This is an optimization exercise on Yosys and OpenROAD, whose aim is small area, a short achievable clock period and few clock cycles per item, not a production implementation. At most, simulation tests tie the RTL to the original design; equivalence was not proved.

==> quartz: inputs <==
==> flow/design.v <==
module lbm_macroscopic #(
  parameter int GRID_DIM        = 256,
  parameter int DATA_WIDTH      = 64,
  parameter int FRACTIONAL_BITS = 56,
  parameter int ADDRESS_WIDTH   = $clog2(GRID_DIM),
  parameter int DATA_WIDTH_F    = 9*DATA_WIDTH
) (
  input  logic                     CLOCK_50,
  input  logic                     RESET,
  input  logic                     in_valid,
  output logic                     in_ready,
  input  logic [DATA_WIDTH_F-1:0]  fin,
  input  logic [ADDRESS_WIDTH-1:0] in_addr,
  output logic                     out_valid,
  input  logic                     out_ready,
  output logic [DATA_WIDTH-1:0]    rho,
  output logic [DATA_WIDTH-1:0]    ux,
  output logic [DATA_WIDTH-1:0]    uy,
  output logic [ADDRESS_WIDTH-1:0] out_addr,
  output logic                     div_zero,
  output logic                     sat,
  output logic                     frame_done
);
  localparam logic [ADDRESS_WIDTH-1:0] LAST = ADDRESS_WIDTH'(GRID_DIM-1);
  function automatic [2:0] ctz8(input [7:0] d);
    ctz8 = d[0] ? 3'd0 : d[1] ? 3'd1 : d[2] ? 3'd2 : d[3] ? 3'd3 :
           d[4] ? 3'd4 : d[5] ? 3'd5 : d[6] ? 3'd6 : 3'd7;
  endfunction
  logic       rd_run;       
  logic [3:0] sc;           
  logic       hold_s;       
  logic       vb, vc, vd;   
  logic [3:0] ib, ic, id;   
  logic [1:0] post;         
  logic       full;         
  logic       load;
  logic [7:0] fd [9];       
  logic [9:0]  r3a, r3b, r3c;   
  logic [10:0] ex, ey;          
  logic [7:0]  mdx, mdy;        
  logic [63:0] rr;          
  logic [63:0] r3;          
  logic [63:0] vx, vy;      
  logic [7:0]  vlox, vloy;  
  logic [3:0]  cr;          
  logic [1:0]  c3;          
  logic [2:0]  cx, cy;      
  logic        bx, by;      
  logic        nx, ny;      
  logic        zx, zy;      
  logic        ltx, lty;    
  logic        gex, gey;    
  logic        rnz;         
  logic        tf;          
  logic [5:0]  t;           
  logic [ADDRESS_WIDTH-1:0] addr_s;
  logic        firstc, firstd;
  logic [2:0]  dic, did;
  logic [11:0] rs;
  logic [11:0] tx, ty;
  logic [9:0]  t3;
  logic [8:0]  dx, dy;
  logic [7:0]  csub;
  logic [7:0]  r7;
  logic        bz, skipb, dz_s;
  assign dic    = ic[2:0];
  assign did    = id[2:0];
  assign firstc = dic == 3'd0;
  assign firstd = did == 3'd0;
  assign bz     = tf & (t[5:3] != 3'b111);
  always_comb begin
    rs = 12'(r3a) + 12'(r3b) + 12'(r3c) + (firstc ? 12'd0 : 12'(cr));
    tx = ((ic[3] & nx) ? -{ex[10], ex} : {ex[10], ex}) +
         (firstc ? 12'd0 : {{9{cx[2]}}, cx});
    ty = ((ic[3] & ny) ? -{ey[10], ey} : {ey[10], ey}) +
         (firstc ? 12'd0 : {{9{cy[2]}}, cy});
    t3 = 10'(rr[63:56]) + 10'({rr[62:56], firstd ? 1'b0 : rr[55]}) +
         (firstd ? 10'd0 : 10'(c3));
    csub = firstd ? rr[63:56] : 8'd0;
    dx = {1'b0, mdx} - {1'b0, nx ? csub : 8'd0} - 9'(firstd ? (nx & bz) : bx);
    dy = {1'b0, mdy} - {1'b0, ny ? csub : 8'd0} - 9'(firstd ? (ny & bz) : by);
    r7 = {rr[0], firstd ? 7'd0 : rr[63:57]};
  end
  assign dz_s  = rr[63] | ~rnz;
  assign skipb = dz_s | ((ltx | zx) & (lty | zy));
  always_ff @(posedge CLOCK_50 or negedge RESET) begin
    if (!RESET) begin
      rd_run   <= 1'b0;
      sc       <= '0;
      in_ready <= 1'b0;
      vb       <= 1'b0;
      vc       <= 1'b0;
      vd       <= 1'b0;
      ib       <= '0;
      ic       <= '0;
      id       <= '0;
      hold_s   <= 1'b0;
      post     <= '0;
      full     <= 1'b0;
    end else begin
      vb       <= rd_run;
      vc       <= vb;
      vd       <= vc;
      ib       <= sc;
      ic       <= ib;
      id       <= ic;
      in_ready <= rd_run && sc == 4'd14;
      if (rd_run) begin
        sc <= sc + 4'd1;
        if (sc == 4'd15) rd_run <= 1'b0;
      end else if (in_valid && !hold_s) begin
        rd_run <= 1'b1;
      end
      if (rd_run && sc == 4'd15) hold_s <= 1'b1;
      else if (load)             hold_s <= 1'b0;
      if (vd && id == 4'd15) post <= 2'd1;
      else if (post == 2'd1)  post <= skipb ? 2'd0 : 2'd2;
      else if (post == 2'd2)  post <= 2'd0;
      if ((post == 2'd1 && skipb) || post == 2'd2) full <= 1'b1;
      else if (load)                               full <= 1'b0;
    end
  end
  always_ff @(posedge CLOCK_50) begin
    for (int k = 0; k < 9; k++) fd[k] <= fin[k*64 + 8*sc[2:0] +: 8];
    if (rd_run && sc == 4'd15) addr_s <= in_addr;
    r3a <= 10'(fd[0]) + 10'(fd[1]) + 10'(fd[2]);
    r3b <= 10'(fd[3]) + 10'(fd[4]) + 10'(fd[5]);
    r3c <= 10'(fd[6]) + 10'(fd[7]) + 10'(fd[8]);
    ex  <= 11'(fd[1]) + 11'(fd[5]) + 11'(fd[8]) - 11'(fd[3]) - 11'(fd[6]) - 11'(fd[7]);
    ey  <= 11'(fd[2]) + 11'(fd[5]) + 11'(fd[6]) - 11'(fd[4]) - 11'(fd[7]) - 11'(fd[8]);
    if (vc) begin
      cx  <= tx[10:8];
      cy  <= ty[10:8];
      mdx <= tx[7:0];
      mdy <= ty[7:0];
      if (!ic[3]) begin
        cr <= rs[11:8];
        rr <= {rs[7:0], rr[63:8]};
        if (firstc) rnz <= |rs[7:0];
        else        rnz <= rnz | (|rs[7:0]);
        if (firstc || !tf) begin
          tf <= |rs[7:0];
          t  <= {dic, ctz8(rs[7:0])};
        end
        if (dic == 3'd7) begin
          nx <= tx[7];
          ny <= ty[7];
        end
      end
    end
    if (vd && !id[3]) begin
      r3 <= {t3[7:0], r3[63:8]};
      c3 <= t3[9:8];
    end
    if (vd && id[3]) begin
      rr <= {rr[7:0], rr[63:8]};
      vx <= {dx[7:0], vx[63:8]};
      vy <= {dy[7:0], vy[63:8]};
      bx <= dx[8];
      by <= dy[8];
      if (did == 3'd7) begin
        zx <= nx & dx[8];
        zy <= ny & dy[8];
      end
      ltx <= (dx[7:0] < rr[7:0]) | ((dx[7:0] == rr[7:0]) & ~firstd & ltx);
      lty <= (dy[7:0] < rr[7:0]) | ((dy[7:0] == rr[7:0]) & ~firstd & lty);
      gex <= (mdx > r7) | ((mdx == r7) & (firstd | gex));
      gey <= (mdy > r7) | ((mdy == r7) & (firstd | gey));
    end else if (post[1]) begin
      vx   <= {8'd0, vx[63:8]};
      vy   <= {8'd0, vy[63:8]};
    end
    if (vd && id[3] && firstd) begin
      vlox <= '0;
      vloy <= '0;
    end else if (post[1]) begin
      vlox <= vx[7:0];
      vloy <= vy[7:0];
    end
  end
  logic        busy, ov;
  logic [5:0]  cnt;         
  logic [63:0] dvs, d3;     
  logic [63:0] remx, remy, ax_q, ay_q;
  logic        ngx, ngy, stx, sty, zrx, zry, lq1, lq2;
  logic [5:0]  td;
  logic        fst, lst;
  logic [5:0]  pn1, pn2;
  logic        lb1, lb2;
  logic        sat_x, sat_y, top_x, top_y;
  assign load = full & ~busy & (~ov | out_ready);
  assign sat_x = ~dz_s & gex & (rr[62:57] == 6'd0);
  assign sat_y = ~dz_s & gey & (rr[62:57] == 6'd0);
  assign top_x = skipb & nx & ~(dz_s | zx);
  assign top_y = skipb & ny & ~(dz_s | zy);
  assign fst = cnt == 6'd32;
  assign lst = cnt == 6'd1;
  function automatic [65:0] step2(input [63:0] r, input [63:0] d, input [63:0] d3v,
                                  input b1, input b2, input neg, input st,
                                  input zr, input f, input l);
    logic        s, ns, s1, q1, q2, o1, o2;
    logic [63:0] r1, ca, cb, base, r2;
    s    = r[63];
    ns   = ~s;
    r1   = {r[62:0], b1} + (s ? d : ~d) + 64'(ns);
    s1   = r1[63];
    base = {r[61:0], b1, b2};
    ca   = base + (s ? d : ~d3v) + 64'(ns);      
    cb   = base + (s ? d3v : ~d) + 64'(ns);      
    r2   = s1 ? cb : ca;
    q1   = ~s1;
    q2   = ~r2[63];
    if (st) begin
      o1 = neg ? f : ~f;
      o2 = neg ? l : 1'b1;
    end else begin
      o1 = ~zr & (q1 ^ neg);
      o2 = ~zr & (q2 ^ neg);
    end
    step2 = {r2, o1, o2};
  endfunction
  logic [65:0] nx2, ny2;
  assign nx2 = step2(remx, dvs, d3, ax_q[63] | (ngx & lq1), ax_q[62] | (ngx & lq2),
                     ngx, stx, zrx, fst, lst);
  assign ny2 = step2(remy, dvs, d3, ay_q[63] | (ngy & lq1), ay_q[62] | (ngy & lq2),
                     ngy, sty, zry, fst, lst);
  assign pn1 = 6'(2*cnt - 6'd3);
  assign pn2 = 6'(2*cnt - 6'd4);
  assign lb1 = (pn1 < 6'd56) & (dvs[pn1] ^ (pn1 > td));
  assign lb2 = (pn2 < 6'd56) & (dvs[pn2] ^ (pn2 > td));
  always_ff @(posedge CLOCK_50 or negedge RESET) begin
    if (!RESET) begin
      busy       <= 1'b0;
      ov         <= 1'b0;
      cnt        <= '0;
      frame_done <= 1'b0;
    end else begin
      frame_done <= ov & out_ready & (out_addr == LAST);
      if (load) begin
        busy <= ~dz_s;
        ov   <= dz_s;
        cnt  <= skipb ? 6'd28 : 6'd32;
      end else begin
        if (ov && out_ready) ov <= 1'b0;
        if (busy) begin
          cnt <= cnt - 6'd1;
          if (lst) begin
            busy <= 1'b0;
            ov   <= 1'b1;
          end
        end
      end
    end
  end
  always_ff @(posedge CLOCK_50) begin
    if (load) begin
      dvs      <= rr;
      d3       <= r3;
      ax_q     <= {vlox, 48'd0, {8{top_x}}};
      ay_q     <= {vloy, 48'd0, {8{top_y}}};
      ngx      <= nx;
      ngy      <= ny;
      stx      <= sat_x;
      sty      <= sat_y;
      zrx      <= dz_s | zx;
      zry      <= dz_s | zy;
      td       <= t;
      lq1      <= skipb & (rr[55] ^ (t < 6'd55));
      lq2      <= skipb & (rr[54] ^ (t < 6'd54));
      out_addr <= addr_s;
      div_zero <= dz_s;
      sat      <= sat_x | sat_y;
    end else if (busy) begin
      ax_q <= {ax_q[61:0], nx2[1:0]};
      ay_q <= {ay_q[61:0], ny2[1:0]};
      lq1  <= lb1;
      lq2  <= lb2;
    end
  end
  always_ff @(posedge CLOCK_50) begin
    remx <= load ? vx : nx2[65:2];
    remy <= load ? vy : ny2[65:2];
  end
  assign out_valid = ov;
  assign rho = dvs;
  assign ux  = ax_q;
  assign uy  = ay_q;
endmodule
==> flow/flow/run.sh <==
#!/bin/bash
set -euo pipefail
bash standard.sh 'BUFFER_PORTS_ARGS=-buffer_cell sky130_fd_sc_hd__buf_1' finish > make_finish.log 2>&1
==> flow/standard.sh <==
#!/bin/bash
# synth_recipe.tcl (not shown) runs the flow's synth.tcl, then flattens the netlist and writes it again
# the make line also repeats each setting of config.mk as NAME=value (left out here)
make -C /OpenROAD-flow-scripts/flow DESIGN_CONFIG=/design/flow/config.mk WORK_HOME=/design/flow/orfs CLKGATE_MAP_FILE= SYNTH_SCRIPT=/design/flow/synth_recipe.tcl "${@:-finish}"
==> flow/config.mk <==
export PLATFORM = sky130hd
export DESIGN_NAME = lbm_macroscopic
export DESIGN_NICKNAME = lbm_macroscopic
export VERILOG_FILES = /design/flow/design.v
export SDC_FILE = /design/flow/constraint.sdc
export NUM_CORES = 4
export LEC_CHECK = 0
export CAP_MARGIN = 20
export CORE_MARGIN = 2
export CORE_UTILIZATION = 40
export SETUP_SLACK_MARGIN = 5
export SLEW_MARGIN = 20
==> flow/constraint.sdc <==
create_clock -name core_clock -period 8.0 [get_ports {CLOCK_50}]
set_input_delay 1.6000 -clock core_clock [delete_from_list [all_inputs] [get_ports {CLOCK_50}]]
set_output_delay 1.6000 -clock core_clock [all_outputs]
set_load 0.01 [all_outputs]
==> inputs of maple, as changes to quartz <==
--- a/flow/design.v
+++ b/flow/design.v
@@ -195,6 +195,20 @@
   assign top_y = skipb & ny & ~(dz_s | zy);
   assign fst = cnt == 6'd32;
   assign lst = cnt == 6'd1;
+  function automatic [63:0] add64(input [63:0] a, input [63:0] b, input ci);
+    logic [63:0] g, p, x;
+    g = a & b;
+    p = a ^ b;
+    x = p;
+    g[0] = g[0] | (p[0] & ci);
+    for (int l = 0; l < 6; l++)
+      for (int j = 0; j < 64; j++)
+        if ((j >> l) % 2 == 1) begin
+          g[j] = g[j] | (p[j] & g[((j >> l) << l) - 1]);
+          p[j] = p[j] & p[((j >> l) << l) - 1];
+        end
+    add64 = x ^ {g[62:0], ci};
+  endfunction
   function automatic [65:0] step2(input [63:0] r, input [63:0] d, input [63:0] d3v,
                                   input b1, input b2, input neg, input st,
                                   input zr, input f, input l);
@@ -202,11 +216,11 @@
     logic [63:0] r1, ca, cb, base, r2;
     s    = r[63];
     ns   = ~s;
-    r1   = {r[62:0], b1} + (s ? d : ~d) + 64'(ns);
+    r1   = add64({r[62:0], b1}, s ? d : ~d, ns);
     s1   = r1[63];
     base = {r[61:0], b1, b2};
-    ca   = base + (s ? d : ~d3v) + 64'(ns);      
-    cb   = base + (s ? d3v : ~d) + 64'(ns);      
+    ca   = add64(base, s ? d : ~d3v, ns);      
+    cb   = add64(base, s ? d3v : ~d, ns);      
     r2   = s1 ? cb : ca;
     q1   = ~s1;
     q2   = ~r2[63];
--- a/flow/config.mk
+++ b/flow/config.mk
@@ -8,5 +8,5 @@
 export CAP_MARGIN = 20
 export CORE_MARGIN = 2
 export CORE_UTILIZATION = 40
-export SETUP_SLACK_MARGIN = 5
+export SETUP_SLACK_MARGIN = 3.5
 export SLEW_MARGIN = 20
==> inputs of lagoon, as changes to quartz <==
--- a/flow/design.v
+++ b/flow/design.v
@@ -31,6 +31,7 @@
   logic       hold_s;       
   logic       vb, vc, vd;   
   logic [3:0] ib, ic, id;   
+  logic       fb, fc, fdg;  
   logic [1:0] post;         
   logic       full;         
   logic       load;
@@ -40,6 +41,7 @@
   logic [7:0]  mdx, mdy;        
   logic [63:0] rr;          
   logic [63:0] r3;          
+  logic [1:0]  r3h;         
   logic [63:0] vx, vy;      
   logic [7:0]  vlox, vloy;  
   logic [3:0]  cr;          
@@ -65,8 +67,8 @@
   logic        bz, skipb, dz_s;
   assign dic    = ic[2:0];
   assign did    = id[2:0];
-  assign firstc = dic == 3'd0;
-  assign firstd = did == 3'd0;
+  assign firstc = fc;
+  assign firstd = fdg;
   assign bz     = tf & (t[5:3] != 3'b111);
   always_comb begin
     rs = 12'(r3a) + 12'(r3b) + 12'(r3c) + (firstc ? 12'd0 : 12'(cr));
@@ -94,6 +96,9 @@
       ib       <= '0;
       ic       <= '0;
       id       <= '0;
+      fb       <= 1'b0;
+      fc       <= 1'b0;
+      fdg      <= 1'b0;
       hold_s   <= 1'b0;
       post     <= '0;
       full     <= 1'b0;
@@ -104,6 +109,9 @@
       ib       <= sc;
       ic       <= ib;
       id       <= ic;
+      fb       <= sc[2:0] == 3'd0;
+      fc       <= fb;
+      fdg      <= fc;
       in_ready <= rd_run && sc == 4'd14;
       if (rd_run) begin
         sc <= sc + 4'd1;
@@ -151,6 +159,7 @@
     if (vd && !id[3]) begin
       r3 <= {t3[7:0], r3[63:8]};
       c3 <= t3[9:8];
+      if (did == 3'd7) r3h <= t3[9:8];
     end
     if (vd && id[3]) begin
       rr <= {rr[7:0], rr[63:8]};
@@ -180,8 +189,10 @@
   end
   logic        busy, ov;
   logic [5:0]  cnt;         
-  logic [63:0] dvs, d3;     
-  logic [63:0] remx, remy, ax_q, ay_q;
+  logic [63:0] dvs;         
+  logic [65:0] d3;          
+  logic [62:0] remx, remy;
+  logic [63:0] ax_q, ay_q;
   logic        ngx, ngy, stx, sty, zrx, zry, lq1, lq2;
   logic [5:0]  td;
   logic        fst, lst;
@@ -195,21 +206,38 @@
   assign top_y = skipb & ny & ~(dz_s | zy);
   assign fst = cnt == 6'd32;
   assign lst = cnt == 6'd1;
-  function automatic [65:0] step2(input [63:0] r, input [63:0] d, input [63:0] d3v,
+  function automatic [63:0] sub66(input [65:0] a, input [65:0] b);
+    logic [65:0] g, p, x, bn;
+    bn = ~b;
+    g = a & bn;
+    p = a ^ bn;
+    x = p;
+    g[0] = g[0] | p[0];                   
+    for (int l = 0; l < 7; l++)
+      for (int j = 0; j < 66; j++)
+        if ((j >> l) % 2 == 1) begin
+          g[j] = g[j] | (p[j] & g[((j >> l) << l) - 1]);
+          p[j] = p[j] & p[((j >> l) << l) - 1];
+        end
+    sub66 = {g[65], x[62:0] ^ {g[61:0], 1'b1}};
+  endfunction
+  function automatic [64:0] step2(input [62:0] r, input [63:0] d, input [65:0] d3v,
                                   input b1, input b2, input neg, input st,
                                   input zr, input f, input l);
-    logic        s, ns, s1, q1, q2, o1, o2;
-    logic [63:0] r1, ca, cb, base, r2;
-    s    = r[63];
-    ns   = ~s;
-    r1   = {r[62:0], b1} + (s ? d : ~d) + 64'(ns);
-    s1   = r1[63];
-    base = {r[61:0], b1, b2};
-    ca   = base + (s ? d : ~d3v) + 64'(ns);      
-    cb   = base + (s ? d3v : ~d) + 64'(ns);      
-    r2   = s1 ? cb : ca;
-    q1   = ~s1;
-    q2   = ~r2[63];
+    logic        ge1, ge2, ge3, q1, q2, o1, o2;
+    logic [65:0] r4;
+    logic [63:0] t1, t2, t3;
+    logic [62:0] rn;
+    r4  = {1'b0, r, b1, b2};
+    t1  = sub66(r4, {2'b0, d});
+    t2  = sub66(r4, {1'b0, d, 1'b0});
+    t3  = sub66(r4, d3v);
+    ge1 = t1[63];
+    ge2 = t2[63];
+    ge3 = t3[63];
+    rn  = ge3 ? t3[62:0] : ge2 ? t2[62:0] : ge1 ? t1[62:0] : r4[62:0];
+    q1  = ge2;
+    q2  = ge1 ^ ge2 ^ ge3;
     if (st) begin
       o1 = neg ? f : ~f;
       o2 = neg ? l : 1'b1;
@@ -217,9 +245,9 @@
       o1 = ~zr & (q1 ^ neg);
       o2 = ~zr & (q2 ^ neg);
     end
-    step2 = {r2, o1, o2};
+    step2 = {rn, o1, o2};
   endfunction
-  logic [65:0] nx2, ny2;
+  logic [64:0] nx2, ny2;
   assign nx2 = step2(remx, dvs, d3, ax_q[63] | (ngx & lq1), ax_q[62] | (ngx & lq2),
                      ngx, stx, zrx, fst, lst);
   assign ny2 = step2(remy, dvs, d3, ay_q[63] | (ngy & lq1), ay_q[62] | (ngy & lq2),
@@ -255,7 +283,7 @@
   always_ff @(posedge CLOCK_50) begin
     if (load) begin
       dvs      <= rr;
-      d3       <= r3;
+      d3       <= {r3h, r3};
       ax_q     <= {vlox, 48'd0, {8{top_x}}};
       ay_q     <= {vloy, 48'd0, {8{top_y}}};
       ngx      <= nx;
@@ -278,8 +306,8 @@
     end
   end
   always_ff @(posedge CLOCK_50) begin
-    remx <= load ? vx : nx2[65:2];
-    remy <= load ? vy : ny2[65:2];
+    remx <= load ? vx[62:0] : nx2[64:2];
+    remy <= load ? vy[62:0] : ny2[64:2];
   end
   assign out_valid = ov;
   assign rho = dvs;
--- a/flow/config.mk
+++ b/flow/config.mk
@@ -7,6 +7,7 @@
 export LEC_CHECK = 0
 export CAP_MARGIN = 20
 export CORE_MARGIN = 2
-export CORE_UTILIZATION = 40
-export SETUP_SLACK_MARGIN = 5
+export CORE_UTILIZATION = 55
+export SETUP_SLACK_MARGIN = 3.8
 export SLEW_MARGIN = 20
+export TNS_END_PERCENT = 10
==> inputs of fjord, as changes to quartz <==
--- a/flow/design.v
+++ b/flow/design.v
@@ -31,6 +31,7 @@
   logic       hold_s;       
   logic       vb, vc, vd;   
   logic [3:0] ib, ic, id;   
+  logic       fb, fc, fdg;  
   logic [1:0] post;         
   logic       full;         
   logic       load;
@@ -40,6 +41,7 @@
   logic [7:0]  mdx, mdy;        
   logic [63:0] rr;          
   logic [63:0] r3;          
+  logic [1:0]  r3h;         
   logic [63:0] vx, vy;      
   logic [7:0]  vlox, vloy;  
   logic [3:0]  cr;          
@@ -65,8 +67,8 @@
   logic        bz, skipb, dz_s;
   assign dic    = ic[2:0];
   assign did    = id[2:0];
-  assign firstc = dic == 3'd0;
-  assign firstd = did == 3'd0;
+  assign firstc = fc;
+  assign firstd = fdg;
   assign bz     = tf & (t[5:3] != 3'b111);
   always_comb begin
     rs = 12'(r3a) + 12'(r3b) + 12'(r3c) + (firstc ? 12'd0 : 12'(cr));
@@ -94,6 +96,9 @@
       ib       <= '0;
       ic       <= '0;
       id       <= '0;
+      fb       <= 1'b0;
+      fc       <= 1'b0;
+      fdg      <= 1'b0;
       hold_s   <= 1'b0;
       post     <= '0;
       full     <= 1'b0;
@@ -104,6 +109,9 @@
       ib       <= sc;
       ic       <= ib;
       id       <= ic;
+      fb       <= sc[2:0] == 3'd0;
+      fc       <= fb;
+      fdg      <= fc;
       in_ready <= rd_run && sc == 4'd14;
       if (rd_run) begin
         sc <= sc + 4'd1;
@@ -151,6 +159,7 @@
     if (vd && !id[3]) begin
       r3 <= {t3[7:0], r3[63:8]};
       c3 <= t3[9:8];
+      if (did == 3'd7) r3h <= t3[9:8];
     end
     if (vd && id[3]) begin
       rr <= {rr[7:0], rr[63:8]};
@@ -180,8 +189,10 @@
   end
   logic        busy, ov;
   logic [5:0]  cnt;         
-  logic [63:0] dvs, d3;     
-  logic [63:0] remx, remy, ax_q, ay_q;
+  logic [63:0] dvs;         
+  logic [65:0] d3;          
+  logic [62:0] remx, remy;
+  logic [63:0] ax_q, ay_q;
   logic        ngx, ngy, stx, sty, zrx, zry, lq1, lq2;
   logic [5:0]  td;
   logic        fst, lst;
@@ -195,21 +206,38 @@
   assign top_y = skipb & ny & ~(dz_s | zy);
   assign fst = cnt == 6'd32;
   assign lst = cnt == 6'd1;
-  function automatic [65:0] step2(input [63:0] r, input [63:0] d, input [63:0] d3v,
+  function automatic [63:0] sub66(input [65:0] a, input [65:0] b);
+    logic [65:0] g, p, x, bn;
+    bn = ~b;
+    g = a & bn;
+    p = a ^ bn;
+    x = p;
+    g[0] = g[0] | p[0];                   
+    for (int l = 0; l < 7; l++)
+      for (int j = 0; j < 66; j++)
+        if ((j >> l) % 2 == 1) begin
+          g[j] = g[j] | (p[j] & g[((j >> l) << l) - 1]);
+          p[j] = p[j] & p[((j >> l) << l) - 1];
+        end
+    sub66 = {g[65], x[62:0] ^ {g[61:0], 1'b1}};
+  endfunction
+  function automatic [64:0] step2(input [62:0] r, input [63:0] d, input [65:0] d3v,
                                   input b1, input b2, input neg, input st,
                                   input zr, input f, input l);
-    logic        s, ns, s1, q1, q2, o1, o2;
-    logic [63:0] r1, ca, cb, base, r2;
-    s    = r[63];
-    ns   = ~s;
-    r1   = {r[62:0], b1} + (s ? d : ~d) + 64'(ns);
-    s1   = r1[63];
-    base = {r[61:0], b1, b2};
-    ca   = base + (s ? d : ~d3v) + 64'(ns);      
-    cb   = base + (s ? d3v : ~d) + 64'(ns);      
-    r2   = s1 ? cb : ca;
-    q1   = ~s1;
-    q2   = ~r2[63];
+    logic        ge1, ge2, ge3, q1, q2, o1, o2;
+    logic [65:0] r4;
+    logic [63:0] t1, t2, t3;
+    logic [62:0] rn;
+    r4  = {1'b0, r, b1, b2};
+    t1  = sub66(r4, {2'b0, d});
+    t2  = sub66(r4, {1'b0, d, 1'b0});
+    t3  = sub66(r4, d3v);
+    ge1 = t1[63];
+    ge2 = t2[63];
+    ge3 = t3[63];
+    rn  = ge3 ? t3[62:0] : ge2 ? t2[62:0] : ge1 ? t1[62:0] : r4[62:0];
+    q1  = ge2;
+    q2  = ge1 ^ ge2 ^ ge3;
     if (st) begin
       o1 = neg ? f : ~f;
       o2 = neg ? l : 1'b1;
@@ -217,9 +245,9 @@
       o1 = ~zr & (q1 ^ neg);
       o2 = ~zr & (q2 ^ neg);
     end
-    step2 = {r2, o1, o2};
+    step2 = {rn, o1, o2};
   endfunction
-  logic [65:0] nx2, ny2;
+  logic [64:0] nx2, ny2;
   assign nx2 = step2(remx, dvs, d3, ax_q[63] | (ngx & lq1), ax_q[62] | (ngx & lq2),
                      ngx, stx, zrx, fst, lst);
   assign ny2 = step2(remy, dvs, d3, ay_q[63] | (ngy & lq1), ay_q[62] | (ngy & lq2),
@@ -255,7 +283,7 @@
   always_ff @(posedge CLOCK_50) begin
     if (load) begin
       dvs      <= rr;
-      d3       <= r3;
+      d3       <= {r3h, r3};
       ax_q     <= {vlox, 48'd0, {8{top_x}}};
       ay_q     <= {vloy, 48'd0, {8{top_y}}};
       ngx      <= nx;
@@ -278,8 +306,8 @@
     end
   end
   always_ff @(posedge CLOCK_50) begin
-    remx <= load ? vx : nx2[65:2];
-    remy <= load ? vy : ny2[65:2];
+    remx <= load ? vx[62:0] : nx2[64:2];
+    remy <= load ? vy[62:0] : ny2[64:2];
   end
   assign out_valid = ov;
   assign rho = dvs;
--- a/flow/config.mk
+++ b/flow/config.mk
@@ -7,6 +7,7 @@
 export LEC_CHECK = 0
 export CAP_MARGIN = 20
 export CORE_MARGIN = 2
-export CORE_UTILIZATION = 40
-export SETUP_SLACK_MARGIN = 5
+export CORE_UTILIZATION = 55
+export SETUP_SLACK_MARGIN = 4.0
 export SLEW_MARGIN = 20
+export TNS_END_PERCENT = 0
==> qor summary <==
	maple	quartz	fjord	lagoon
Result of the run	no timing/DRC/antenna violations	no timing/DRC/antenna violations	no timing/DRC/antenna violations	no timing/DRC/antenna violations
TritonCTS Sinks	892	892	897	897
Worst Setup Slack post-DPL	2.27 ns	2.45 ns	2.63 ns	2.51 ns
Vert. Die Dim	383 um	396 um	329 um	329 um
Asr flop ratio synth	0.0381	0.0381	0.0412	0.0412
Number of cells produced by synthesis	5230	6054	5346	5346
Launch instance of the worst register-to-register path	remx[63]	remy[63]	ngx	ngy
DPL Wire Length	155 mm	187 mm	174 mm	176 mm
Met2 Resource Use GR	0.471	0.524	0.593	0.589
Total nets after synthesis	6499	7307	6634	6634
Buffer share of cell area	0.0628	0.129	0.0663	0.0655
Logic depth of the worst register-to-register path	17	18	18	20
Multi-input combinational cell area	0.0330 mm^2	0.0403 mm^2	0.0334 mm^2	0.0334 mm^2
FP Rows	139	143	119	119
Met3 demand-to-capacity share in global routing	0.0310	0.0448	0.119	0.117
HP Start	vb	vb	vb	ib[0]
Required time at the endpoint of the critical path	8.60 ns	8.56 ns	8.46 ns	8.44 ns
Post-synthesis share of cell area spent on and, or, nand and nor gates	0.0817	0.0974	0.0842	0.0842
Non-clock inverter total of the final layout	374	386	443	443
Testbench counts of maple, summed over its fixed seeds: cycles 11,312, items 384.
Testbench counts of lagoon, summed over its fixed seeds: cycles 11,312, items 384.
Testbench counts of fjord, summed over its fixed seeds: cycles 11,312, items 384.
The RTL of quartz was laid out without a check of its function.

port drivers added, routing unchanged:
No port has a modelled driver above. Below, the same layouts with a new extraction and two added sets of constraints.
Step 1 (the two cells are an assumption about what drives the block):
set clk [get_ports {CLOCK_50}]
set_driving_cell -lib_cell sky130_fd_sc_hd__clkbuf_16 $clk
set_driving_cell -lib_cell sky130_fd_sc_hd__buf_2 [delete_from_list [all_inputs] $clk]
Step 2 moves the port delays by t, midway between the first and last clock arrival at a register: inputs arrive t later, outputs are due t later. That takes back most of the time a late clock gives input paths.
Slacks: ideal / step 1 / step 2; pairs: ideal / step 1.
run | t (ns) | slack for setup (ns) | worst setup path at the end | slew at the worst register clock pin (ns)
quartz | 0.807 | 3.600 / 3.600 / 3.600 | register to register | 0.07 / 0.07
maple | 0.800 | 3.550 / 3.550 / 3.116 | input to register | 0.07 / 0.07
lagoon | 0.764 | 3.729 / 3.729 / 3.194 | input to register | 0.07 / 0.07
fjord | 0.782 | 3.867 / 3.867 / 3.283 | input to register | 0.07 / 0.07
After both steps every run listed still meets setup and hold. The setup slack of fjord, which loses most, moves by 0.000 ns with the drivers and by -0.584 ns with both steps.
